Source: an optimization exercise on an open RTL-to-GDS flow (aim: small area and a short achievable clock period). Production flows keep margins and buffers that such runs may drop. At most, simulation tests tie the RTL to the original design; equivalence was not proved. Power figures rest on the tool's default switching activity, not on a simulated workload.

==> v31 <==
// psum_accumulator
module psum_accumulator #(
  parameter int T_D_SIZE = 37,
  parameter int O_D_SIZE = 16,
  parameter int F_WIDTH  = 5,
  parameter int LINE_LEN = 32
) (
  input  logic                       clk,
  input  logic                       rst,
  input  logic                       clk_en,
  input  logic [T_D_SIZE-1:0]        psum_i,
  input  logic                       psum_valid_i,
  output logic                       psum_ready_o,
  input  logic [T_D_SIZE-1:0]        bias_i,
  input  logic [4:0]                 shift_i,
  output logic [O_D_SIZE-1:0]        out_data_o,
  output logic                       out_valid_o,
  input  logic                       out_ready_i,
  output logic [$clog2(F_WIDTH)-1:0] pass_o,
  output logic                       row_done_o
);
  localparam int SW = psum_acc_pkg::store_width(T_D_SIZE, F_WIDTH);
  localparam int FW = SW + 1;
  localparam int PW = $clog2(F_WIDTH);
  localparam int CW = (LINE_LEN > 1) ? $clog2(LINE_LEN) : 1;
  localparam logic [CW-1:0] COL_LAST  = CW'(LINE_LEN - 1);
  localparam logic [PW-1:0] PASS_LAST = PW'(F_WIDTH - 1);
  localparam int FB = 3;                    
  localparam int NF = 1 << FB;              
  localparam int UW = O_D_SIZE + NF - 1;    
  localparam int NG = 4;                    
  logic [CW-1:0]       r_col;
  logic [PW-1:0]       r_pass;
  logic                r_first;    
  logic                r_final;    
  logic [UW-1:0]       r_res_u;     
  logic [FB-1:0]       r_res_fine;  
  logic [NG-1:0]       r_res_fits;  
  logic                r_res_neg;   
  logic                r_out_valid;
  logic                r_row_done;
  logic                w_accept;
  logic                w_col_wrap;
  logic [SW-1:0]       w_head;
  logic [FW-1:0]       w_sum;
  assign psum_ready_o = clk_en & ~(r_final & r_out_valid & ~out_ready_i);
  assign w_accept     = psum_valid_i & psum_ready_o;
  assign w_col_wrap   = (r_col == COL_LAST);
  psum_line_buffer #(
    .DEPTH (LINE_LEN),
    .WIDTH (SW)
  ) u_line_buffer (
    .clk     (clk),
    .i_shift (w_accept),
    .i_wdata (w_sum[SW-1:0]),
    .o_head  (w_head)
  );
  logic [FW-1:0] w_head_x;
  logic [FW-1:0] w_psum_x;
  logic [FW-1:0] w_bias_x;
  assign w_head_x = {w_head[SW-1], w_head};
  ...
==> module psum_accumulator, before the edit <==
module psum_accumulator #(
  parameter int T_D_SIZE = 37,
  parameter int O_D_SIZE = 16,
  parameter int F_WIDTH  = 5,
  parameter int LINE_LEN = 32
) (
  input  logic                       clk,
  input  logic                       rst,
  input  logic                       clk_en,
  input  logic [T_D_SIZE-1:0]        psum_i,
  input  logic                       psum_valid_i,
  output logic                       psum_ready_o,
  input  logic [T_D_SIZE-1:0]        bias_i,
  input  logic [4:0]                 shift_i,
  output logic [O_D_SIZE-1:0]        out_data_o,
  output logic                       out_valid_o,
  input  logic                       out_ready_i,
  output logic [$clog2(F_WIDTH)-1:0] pass_o,
  output logic                       row_done_o
);
  localparam int SW = psum_acc_pkg::store_width(T_D_SIZE, F_WIDTH);
  localparam int FW = SW + 1;
  localparam int PW = $clog2(F_WIDTH);
  localparam int CW = (LINE_LEN > 1) ? $clog2(LINE_LEN) : 1;
  localparam logic [CW-1:0] COL_LAST  = CW'(LINE_LEN - 1);
  localparam logic [PW-1:0] PASS_LAST = PW'(F_WIDTH - 1);
  localparam int FB = 3;                    
  localparam int NF = 1 << FB;              
  localparam int UW = O_D_SIZE + NF - 1;    
  localparam int NG = 4;                    
  logic [CW-1:0]       r_col;
  logic [PW-1:0]       r_pass;
  logic                r_first;    
  logic                r_final;    
  logic [UW-1:0]       r_res_u;     
  logic [FB-1:0]       r_res_fine;  
  logic [NG-1:0]       r_res_fits;  
  logic                r_res_neg;   
  logic                r_out_valid;
  logic                r_row_done;
  logic                w_accept;
  logic                w_col_wrap;
  logic [SW-1:0]       w_head;
  logic [FW-1:0]       w_sum;
  assign psum_ready_o = clk_en & ~(r_final & r_out_valid & ~out_ready_i);
  assign w_accept     = psum_valid_i & psum_ready_o;
  assign w_col_wrap   = (r_col == COL_LAST);
  psum_line_buffer #(
    .DEPTH (LINE_LEN),
    .WIDTH (SW)
  ) u_line_buffer (
    .clk     (clk),
    .i_shift (w_accept),
    .i_wdata (w_sum[SW-1:0]),
    .o_head  (w_head)
  );
  logic [FW-1:0] w_head_x;
  logic [FW-1:0] w_psum_x;
  logic [FW-1:0] w_bias_x;
  assign w_head_x = {w_head[SW-1], w_head};
  assign w_psum_x = {{(FW-T_D_SIZE){psum_i[T_D_SIZE-1]}}, psum_i};
  assign w_bias_x = {{(FW-T_D_SIZE){bias_i[T_D_SIZE-1]}}, bias_i};
  logic [FW-1:0] w_head_g;
  logic [FW-1:0] w_bias_g;
  assign w_head_g = r_first ? '0 : w_head_x;
  assign w_bias_g = r_final ? w_bias_x : '0;
  logic [FW-1:0] w_cs_s;
  logic [FW-1:0] w_cs_c;
  assign w_cs_s = w_head_g ^ w_psum_x ^ w_bias_g;
  assign w_cs_c = {(w_head_g[FW-2:0] & w_psum_x[FW-2:0]) |
                   (w_head_g[FW-2:0] & w_bias_g[FW-2:0]) |
                   (w_psum_x[FW-2:0] & w_bias_g[FW-2:0]), 1'b0};
  assign w_sum  = w_cs_s + w_cs_c;
  function automatic logic sum_bit(input logic [FW-1:0] v, input integer j);
    sum_bit = (j >= FW) ? v[FW-1] : v[j];
  endfunction
  localparam int NC = 32 / NF;
  logic [NC-1:0] w_co_oh;
  always_comb begin
    for (int k = 0; k < NC; k++) w_co_oh[k] = (shift_i[4:FB] == (5 - FB)'(k));
  end
  logic [UW-1:0] w_u;
  always_comb begin
    for (int i = 0; i < UW; i++) begin
      w_u[i] = 1'b0;
      for (int k = 0; k < NC; k++) w_u[i] = w_u[i] | (w_co_oh[k] & sum_bit(w_sum, i + k * NF));
    end
  end
  logic [FW-2:0] w_top_mask;   
  logic [FW-2:0] w_nb_eq;      
  always_comb begin
    for (int j = 0; j < FW - 1; j++) begin
      w_top_mask[j] = ({27'd0, shift_i} + O_D_SIZE - 1 <= j);
      w_nb_eq[j]    = (w_sum[j] == w_sum[j+1]);
    end
  end
  localparam int NP = FW - O_D_SIZE;        
  localparam int GS = (NP + NG - 1) / NG;   
  logic [FW-2:0] w_pair_ok;
  assign w_pair_ok = w_nb_eq | ~w_top_mask;
  logic [NG-1:0] w_fits_g;
  always_comb begin
    for (int g = 0; g < NG; g++) begin
      w_fits_g[g] = 1'b1;
      for (int j = O_D_SIZE - 1 + g * GS; j < O_D_SIZE - 1 + (g + 1) * GS; j++)
        if (j < FW - 1) w_fits_g[g] = w_fits_g[g] & w_pair_ok[j];
    end
  end
  logic [O_D_SIZE-1:0] w_shl;
  always_comb begin
    for (int i = 0; i < O_D_SIZE; i++) w_shl[i] = r_res_u[i + r_res_fine];
  end
  assign out_data_o = (&r_res_fits) ? w_shl : {r_res_neg, {(O_D_SIZE-1){~r_res_neg}}};
  always_ff @(posedge clk or posedge rst) begin
    if (rst) begin
      r_col       <= '0;
      r_pass      <= '0;
      r_first     <= 1'b1;
      r_final     <= 1'b0;
      r_res_u     <= '0;
      r_res_fine  <= '0;
      r_res_fits  <= '1;
      r_res_neg   <= 1'b0;
      r_out_valid <= 1'b0;
      r_row_done  <= 1'b0;
    end else if (clk_en) begin
      r_row_done <= 1'b0;
      if (r_out_valid && out_ready_i) begin
        r_out_valid <= 1'b0;
      end
      if (w_accept) begin
        r_col <= w_col_wrap ? '0 : r_col + 1'b1;
        if (r_final) begin
          r_res_u     <= w_u;
          r_res_fine  <= shift_i[FB-1:0];
          r_res_fits  <= w_fits_g;
          r_res_neg   <= w_sum[FW-1];
          r_out_valid <= 1'b1;
        end
        if (w_col_wrap) begin
          if (r_final) begin
            r_pass     <= '0;
            r_first    <= 1'b1;
            r_final    <= 1'b0;
            r_row_done <= 1'b1;
          end else begin
            r_pass     <= r_pass + 1'b1;
            r_first    <= 1'b0;
            r_final    <= (r_pass == PASS_LAST - 1'b1);
          end
        end
      end
    end
  end
  assign out_valid_o = r_out_valid;
  assign pass_o      = r_pass;
  assign row_done_o  = r_row_done;
endmodule
clock: 9.0 ns
lec_check: 0
abc_area: 1
cap_margin: 20
core_margin: 2
core_utilization: 55
setup_slack_margin: 5
slew_margin: 20
buffer_ports_args: -buffer_cell sky130_fd_sc_hd__buf_2
cts_args: -sink_clustering_enable -repair_clock_nets -sink_clustering_size 20 -sink_clustering_max_diameter 40 -buf_list sky130_fd_sc_hd__clkbuf_8 -dont_use_dummy_load
match_cell_footprint: 0
standard.sh (not shown) runs the stock make flow with config.mk's settings and CLKGATE_MAP_FILE= SYNTH_SCRIPT=/design/flow/synth_recipe.tcl, a recipe that flattens the netlist after the stock synthesis.
==> flow/flow/run.sh <==
#!/bin/bash
# Standard ORFS layout, with port buffers built from a plain buffer cell
# instead of the flow's default pick (a slow delay cell).
set -euo pipefail
cat flow/extra.mk >> config.mk
bash standard.sh > standard.log 2>&1
==> flow/flow/extra.mk <==
export BUFFER_PORTS_ARGS = -buffer_cell sky130_fd_sc_hd__buf_2
export CTS_ARGS = -sink_clustering_enable -repair_clock_nets -sink_clustering_size 20 -sink_clustering_max_diameter 40 -buf_list sky130_fd_sc_hd__clkbuf_8 -dont_use_dummy_load
export MATCH_CELL_FOOTPRINT = 0
==> v2: changes against v31 <==
==> flow/flow/extra.mk (replaced) <==
export BUFFER_PORTS_ARGS = -buffer_cell sky130_fd_sc_hd__buf_2
export CTS_ARGS = -sink_clustering_enable -repair_clock_nets -sink_clustering_size 16 -sink_clustering_max_diameter 36 -buf_list sky130_fd_sc_hd__clkbuf_4 sky130_fd_sc_hd__clkbuf_8 -dont_use_dummy_load
Settings changed: CTS_ARGS -sink_clustering_enable -repair_clock_nets -sink_clustering_size 20 -sink_clustering_max_diameter 40 -buf_list sky130_fd_sc_hd__clkbuf_8 -dont_use_dummy_load to -sink_clustering_enable -repair_clock_nets -sink_clustering_size 16 -sink_clustering_max_diameter 36 -buf_list sky130_fd_sc_hd__clkbuf_4 sky130_fd_sc_hd__clkbuf_8 -dont_use_dummy_load, MATCH_CELL_FOOTPRINT 0 to unset.
==> v3: changes against v31 <==
--- a/flow/design.v
+++ b/flow/design.v
@@ -49,6 +49,2 @@
   localparam logic [PW-1:0] PASS_LAST = PW'(F_WIDTH - 1);
-  localparam int FB = 3;                    
-  localparam int NF = 1 << FB;              
-  localparam int UW = O_D_SIZE + NF - 1;    
-  localparam int NG = 4;                    
   logic [CW-1:0]       r_col;
@@ -57,6 +53,3 @@
   logic                r_final;    
-  logic [UW-1:0]       r_res_u;     
-  logic [FB-1:0]       r_res_fine;  
-  logic [NG-1:0]       r_res_fits;  
-  logic                r_res_neg;   
+  logic [O_D_SIZE-1:0] r_out_data;
   logic                r_out_valid;
@@ -66,3 +59,5 @@
   logic [SW-1:0]       w_head;
-  logic [FW-1:0]       w_sum;
+  logic [SW-1:0]       w_acc;
+  logic [FW-1:0] w_sum;
+  logic [O_D_SIZE-1:0] w_sat;
   assign psum_ready_o = clk_en & ~(r_final & r_out_valid & ~out_ready_i);
@@ -76,3 +71,3 @@
     .i_shift (w_accept),
-    .i_wdata (w_sum[SW-1:0]),
+    .i_wdata (w_acc),
     .o_head  (w_head)
@@ -85,13 +80,14 @@
   assign w_bias_x = {{(FW-T_D_SIZE){bias_i[T_D_SIZE-1]}}, bias_i};
-  logic [FW-1:0] w_head_g;
-  logic [FW-1:0] w_bias_g;
-  assign w_head_g = r_first ? '0 : w_head_x;
-  assign w_bias_g = r_final ? w_bias_x : '0;
+  assign w_acc = (r_first ? '0 : w_head) + w_psum_x[SW-1:0];
   logic [FW-1:0] w_cs_s;
   logic [FW-1:0] w_cs_c;
-  assign w_cs_s = w_head_g ^ w_psum_x ^ w_bias_g;
-  assign w_cs_c = {(w_head_g[FW-2:0] & w_psum_x[FW-2:0]) |
-                   (w_head_g[FW-2:0] & w_bias_g[FW-2:0]) |
-                   (w_psum_x[FW-2:0] & w_bias_g[FW-2:0]), 1'b0};
+  assign w_cs_s = w_head_x ^ w_psum_x ^ w_bias_x;
+  assign w_cs_c = {(w_head_x[FW-2:0] & w_psum_x[FW-2:0]) |
+                   (w_head_x[FW-2:0] & w_bias_x[FW-2:0]) |
+                   (w_psum_x[FW-2:0] & w_bias_x[FW-2:0]), 1'b0};
   assign w_sum  = w_cs_s + w_cs_c;
+  logic [31:0] w_sh_oh;
+  always_comb begin
+    for (int k = 0; k < 32; k++) w_sh_oh[k] = (shift_i == 5'(k));
+  end
   function automatic logic sum_bit(input logic [FW-1:0] v, input integer j);
@@ -99,39 +95,22 @@
   endfunction
-  localparam int NC = 32 / NF;
-  logic [NC-1:0] w_co_oh;
+  logic [O_D_SIZE-1:0] w_shl;
   always_comb begin
-    for (int k = 0; k < NC; k++) w_co_oh[k] = (shift_i[4:FB] == (5 - FB)'(k));
-  end
-  logic [UW-1:0] w_u;
-  always_comb begin
-    for (int i = 0; i < UW; i++) begin
-      w_u[i] = 1'b0;
-      for (int k = 0; k < NC; k++) w_u[i] = w_u[i] | (w_co_oh[k] & sum_bit(w_sum, i + k * NF));
+    for (int i = 0; i < O_D_SIZE; i++) begin
+      w_shl[i] = 1'b0;
+      for (int k = 0; k < 32; k++) w_shl[i] = w_shl[i] | (w_sh_oh[k] & sum_bit(w_sum, i + k));
     end
   end
-  logic [FW-2:0] w_top_mask;   
-  logic [FW-2:0] w_nb_eq;      
+  logic [FW-1:0] w_top_eq;    
   always_comb begin
-    for (int j = 0; j < FW - 1; j++) begin
-      w_top_mask[j] = ({27'd0, shift_i} + O_D_SIZE - 1 <= j);
-      w_nb_eq[j]    = (w_sum[j] == w_sum[j+1]);
-    end
+    w_top_eq[FW-1] = 1'b1;
+    for (int j = FW - 2; j >= 0; j--)
+      w_top_eq[j] = w_top_eq[j+1] & (w_sum[j] == w_sum[j+1]);
   end
-  localparam int NP = FW - O_D_SIZE;        
-  localparam int GS = (NP + NG - 1) / NG;   
-  logic [FW-2:0] w_pair_ok;
-  assign w_pair_ok = w_nb_eq | ~w_top_mask;
-  logic [NG-1:0] w_fits_g;
+  logic w_fits;
   always_comb begin
-    for (int g = 0; g < NG; g++) begin
-      w_fits_g[g] = 1'b1;
-      for (int j = O_D_SIZE - 1 + g * GS; j < O_D_SIZE - 1 + (g + 1) * GS; j++)
-        if (j < FW - 1) w_fits_g[g] = w_fits_g[g] & w_pair_ok[j];
-    end
+    w_fits = 1'b0;
+    for (int k = 0; k < 32; k++)
+      w_fits = w_fits | (w_sh_oh[k] & ((O_D_SIZE - 1 + k >= FW) ? 1'b1 : w_top_eq[O_D_SIZE-1+k]));
   end
-  logic [O_D_SIZE-1:0] w_shl;
-  always_comb begin
-    for (int i = 0; i < O_D_SIZE; i++) w_shl[i] = r_res_u[i + r_res_fine];
-  end
-  assign out_data_o = (&r_res_fits) ? w_shl : {r_res_neg, {(O_D_SIZE-1){~r_res_neg}}};
+  assign w_sat = w_fits ? w_shl : {w_sum[FW-1], {(O_D_SIZE-1){~w_sum[FW-1]}}};
   always_ff @(posedge clk or posedge rst) begin
@@ -142,6 +121,3 @@
       r_final     <= 1'b0;
-      r_res_u     <= '0;
-      r_res_fine  <= '0;
-      r_res_fits  <= '1;
-      r_res_neg   <= 1'b0;
+      r_out_data  <= '0;
       r_out_valid <= 1'b0;
@@ -156,6 +132,3 @@
         if (r_final) begin
-          r_res_u     <= w_u;
-          r_res_fine  <= shift_i[FB-1:0];
-          r_res_fits  <= w_fits_g;
-          r_res_neg   <= w_sum[FW-1];
+          r_out_data  <= w_sat;
           r_out_valid <= 1'b1;
@@ -177,2 +150,3 @@
   end
+  assign out_data_o  = r_out_data;
   assign out_valid_o = r_out_valid;
==> flow/run.sh (new file) <==
#!/bin/bash
# synth_recipe.tcl (not shown) runs the flow's synth.tcl, then flattens the netlist and writes it again
# the make line also repeats each setting of config.mk as NAME=value (left out here)
make -C /OpenROAD-flow-scripts/flow DESIGN_CONFIG=/design/flow/config.mk WORK_HOME=/design/flow/orfs CLKGATE_MAP_FILE= SYNTH_SCRIPT=/design/flow/synth_recipe.tcl finish
Settings changed: ABC_AREA 1 to unset, BUFFER_PORTS_ARGS -buffer_cell sky130_fd_sc_hd__buf_2 to unset, CORE_UTILIZATION 55 to 65, CTS_ARGS -sink_clustering_enable -repair_clock_nets -sink_clustering_size 20 -sink_clustering_max_diameter 40 -buf_list sky130_fd_sc_hd__clkbuf_8 -dont_use_dummy_load to unset, MATCH_CELL_FOOTPRINT 0 to unset, SETUP_SLACK_MARGIN 5 to 4.
removed: flow/flow/run.sh
removed: flow/flow/extra.mk
removed: flow/standard.sh
==> v5: changes against v31 <==
--- a/flow/design.v
+++ b/flow/design.v
@@ -62,2 +62,3 @@
   logic                r_out_valid;
+  logic                r_blocked;  
   logic                r_row_done;
@@ -67,3 +68,3 @@
   logic [FW-1:0]       w_sum;
-  assign psum_ready_o = clk_en & ~(r_final & r_out_valid & ~out_ready_i);
+  assign psum_ready_o = clk_en & ~(r_blocked & ~out_ready_i);
   assign w_accept     = psum_valid_i & psum_ready_o;
@@ -136,4 +137,12 @@
   assign out_data_o = (&r_res_fits) ? w_shl : {r_res_neg, {(O_D_SIZE-1){~r_res_neg}}};
+  logic w_final_nx;
+  logic w_valid_nx;
+  always_comb begin
+    w_final_nx = r_final;
+    if (w_accept && w_col_wrap) w_final_nx = r_final ? 1'b0 : (r_pass == PASS_LAST - 1'b1);
+    w_valid_nx = (w_accept && r_final) ? 1'b1 : (r_out_valid & ~out_ready_i);
+  end
   always_ff @(posedge clk or posedge rst) begin
     if (rst) begin
+      r_blocked   <= 1'b0;
       r_col       <= '0;
@@ -149,2 +158,3 @@
     end else if (clk_en) begin
+      r_blocked  <= w_final_nx & w_valid_nx;
       r_row_done <= 1'b0;
==> flow/flow/run.sh (replaced) <==
#!/bin/bash
# Standard ORFS layout with three changes to how it is made:
#  - port buffers use a plain buffer cell (flow/extra.mk) instead of the
#    flow's default pick, a slow delay cell;
#  - the clock tree uses clkbuf_8 sink clusters of up to 18 flip-flops and no
#    dummy loads (flow/extra.mk);
#  - synthesis leaves full and half adders to ABC as plain logic instead of
#    mapping them to the slow sky130 fa/ha cells (ADDER_MAP_FILE empty).
#    Registers are untouched: this only changes the combinational mapping.
set -euo pipefail
cat flow/extra.mk >> config.mk
bash standard.sh ADDER_MAP_FILE= finish > standard.log 2>&1
==> flow/flow/extra.mk (replaced) <==
export BUFFER_PORTS_ARGS = -buffer_cell sky130_fd_sc_hd__buf_2
export CTS_ARGS = -sink_clustering_enable -repair_clock_nets -sink_clustering_size 18 -sink_clustering_max_diameter 70 -buf_list sky130_fd_sc_hd__clkbuf_8 -dont_use_dummy_load
Settings changed: CTS_ARGS -sink_clustering_enable -repair_clock_nets -sink_clustering_size 20 -sink_clustering_max_diameter 40 -buf_list sky130_fd_sc_hd__clkbuf_8 -dont_use_dummy_load to -sink_clustering_enable -repair_clock_nets -sink_clustering_size 18 -sink_clustering_max_diameter 70 -buf_list sky130_fd_sc_hd__clkbuf_8 -dont_use_dummy_load, MATCH_CELL_FOOTPRINT 0 to unset.
==> summary.md <==
• **total internal power** 10.2 mW
• **post-synthesis simple-gate area fraction** 6.92%
• **endpoint type of the worst setup path** primary output
• **Max Clock Freq** 0.246 GHz
• **run status** complete, no violations
• **power attributed to the clock group** 3.04 mW
• **Largest regs** u_line_buffer.r_mem (1248), r_res_u (23), r_col (5)
• **number of inverters outside the clock class in the layout** 289
• **max reg flops** 1248
# the run above: v31

==> summary.md <==
• **run status** complete, no violations
• **power attributed to the clock group** 2.47 mW
• **Max Clock Freq** 0.241 GHz
• **number of buffers created by CTS** 86
• **max reg flops** 1248
• **global-route met3 utilization** 2.30%
• **number of antenna violations at the first check in global routing** 3
• **number of inverters outside the clock class in the layout** 297
• **post-synthesis simple-gate area fraction** 11.3%
• **total internal power** 8.74 mW
• **Largest regs** u_line_buffer.r_mem (1248), r_res_u (23), r_col (5)
# the run above: v5

==> summary.md <==
• **post-synthesis simple-gate area fraction** 6.92%
• **share of the synthesized area in the top cell type** 81.8%
• **Ports** 106
• **run status** did not finish
• **top post-synthesis cells by area** sky130_fd_sc_hd__edfxtp_1 82%, sky130_fd_sc_hd__nand2_1 4.4%, sky130_fd_sc_hd__inv_1 2.3%, sky130_fd_sc_hd__dfrtp_1 2.1%, sky130_fd_sc_hd__fa_1 1.7%
• **halt point of the flow** clock tree synthesis (4_1_cts)
• **post-synthesis cell area** 45800 um^2
• **error that stopped the run** [ERROR STA-0564] clock_tree_synthesis positional arguments not supported.
• **compound-gate portion of the synthesized area** 2.43%
• **Die Y** 293 um
# the run above: v2

==> summary.md <==
• **Post-DP Area** 49700 um^2
• **run status** complete, no violations
• **total internal power** 10.4 mW
• **max reg flops** 1248
• **FILL cells** 3495
• **endpoint type of the worst setup path** flop
• **number of buffers created by CTS** 112
• **power attributed to the clock group** 5.22 mW
• **post-synthesis simple-gate area fraction** 5.05%
• **number of inverters outside the clock class in the layout** 31
• **Largest regs** u_line_buffer.r_mem (1248), r_out_data (16), r_col (5)
# the run above: v3

For v3 and v5, only the layout was checked, not whether the RTL still works.

afterwards: timing with drivers on the ports:
The flow's constraints put no driver on any port. The routed layouts listed below were extracted and timed again, unchanged, in two steps. Step 1, drivers: a clkbuf_16 drives clk and a buf_2 each remaining input, both assumed. Step 2, shift: input delay + t, output delay - t, t = (earliest + latest rising clock arrival at the registers) / 2. This alone moves slack from input paths to output paths. Slacks: ideal / step 1 / step 2; pairs: ideal / step 1.
| run | t (ns) | slack for setup (ns) | worst register clock-pin slew, ns |
|---|---|---|---|
| v31 | 0.819 | 4.934 / 4.867 / 4.229 | 0.10 / 0.10 |
| v3 | 0.770 | 2.919 / 2.938 / 2.168 | 0.09 / 0.09 |
| v5 | 0.748 | 4.851 / 4.792 / 4.308 | 0.11 / 0.11 |
After both steps setup and hold are still met in every run listed. The setup slack of v3, which loses most, moves by +0.019 ns with the drivers and by -0.751 ns with both steps.
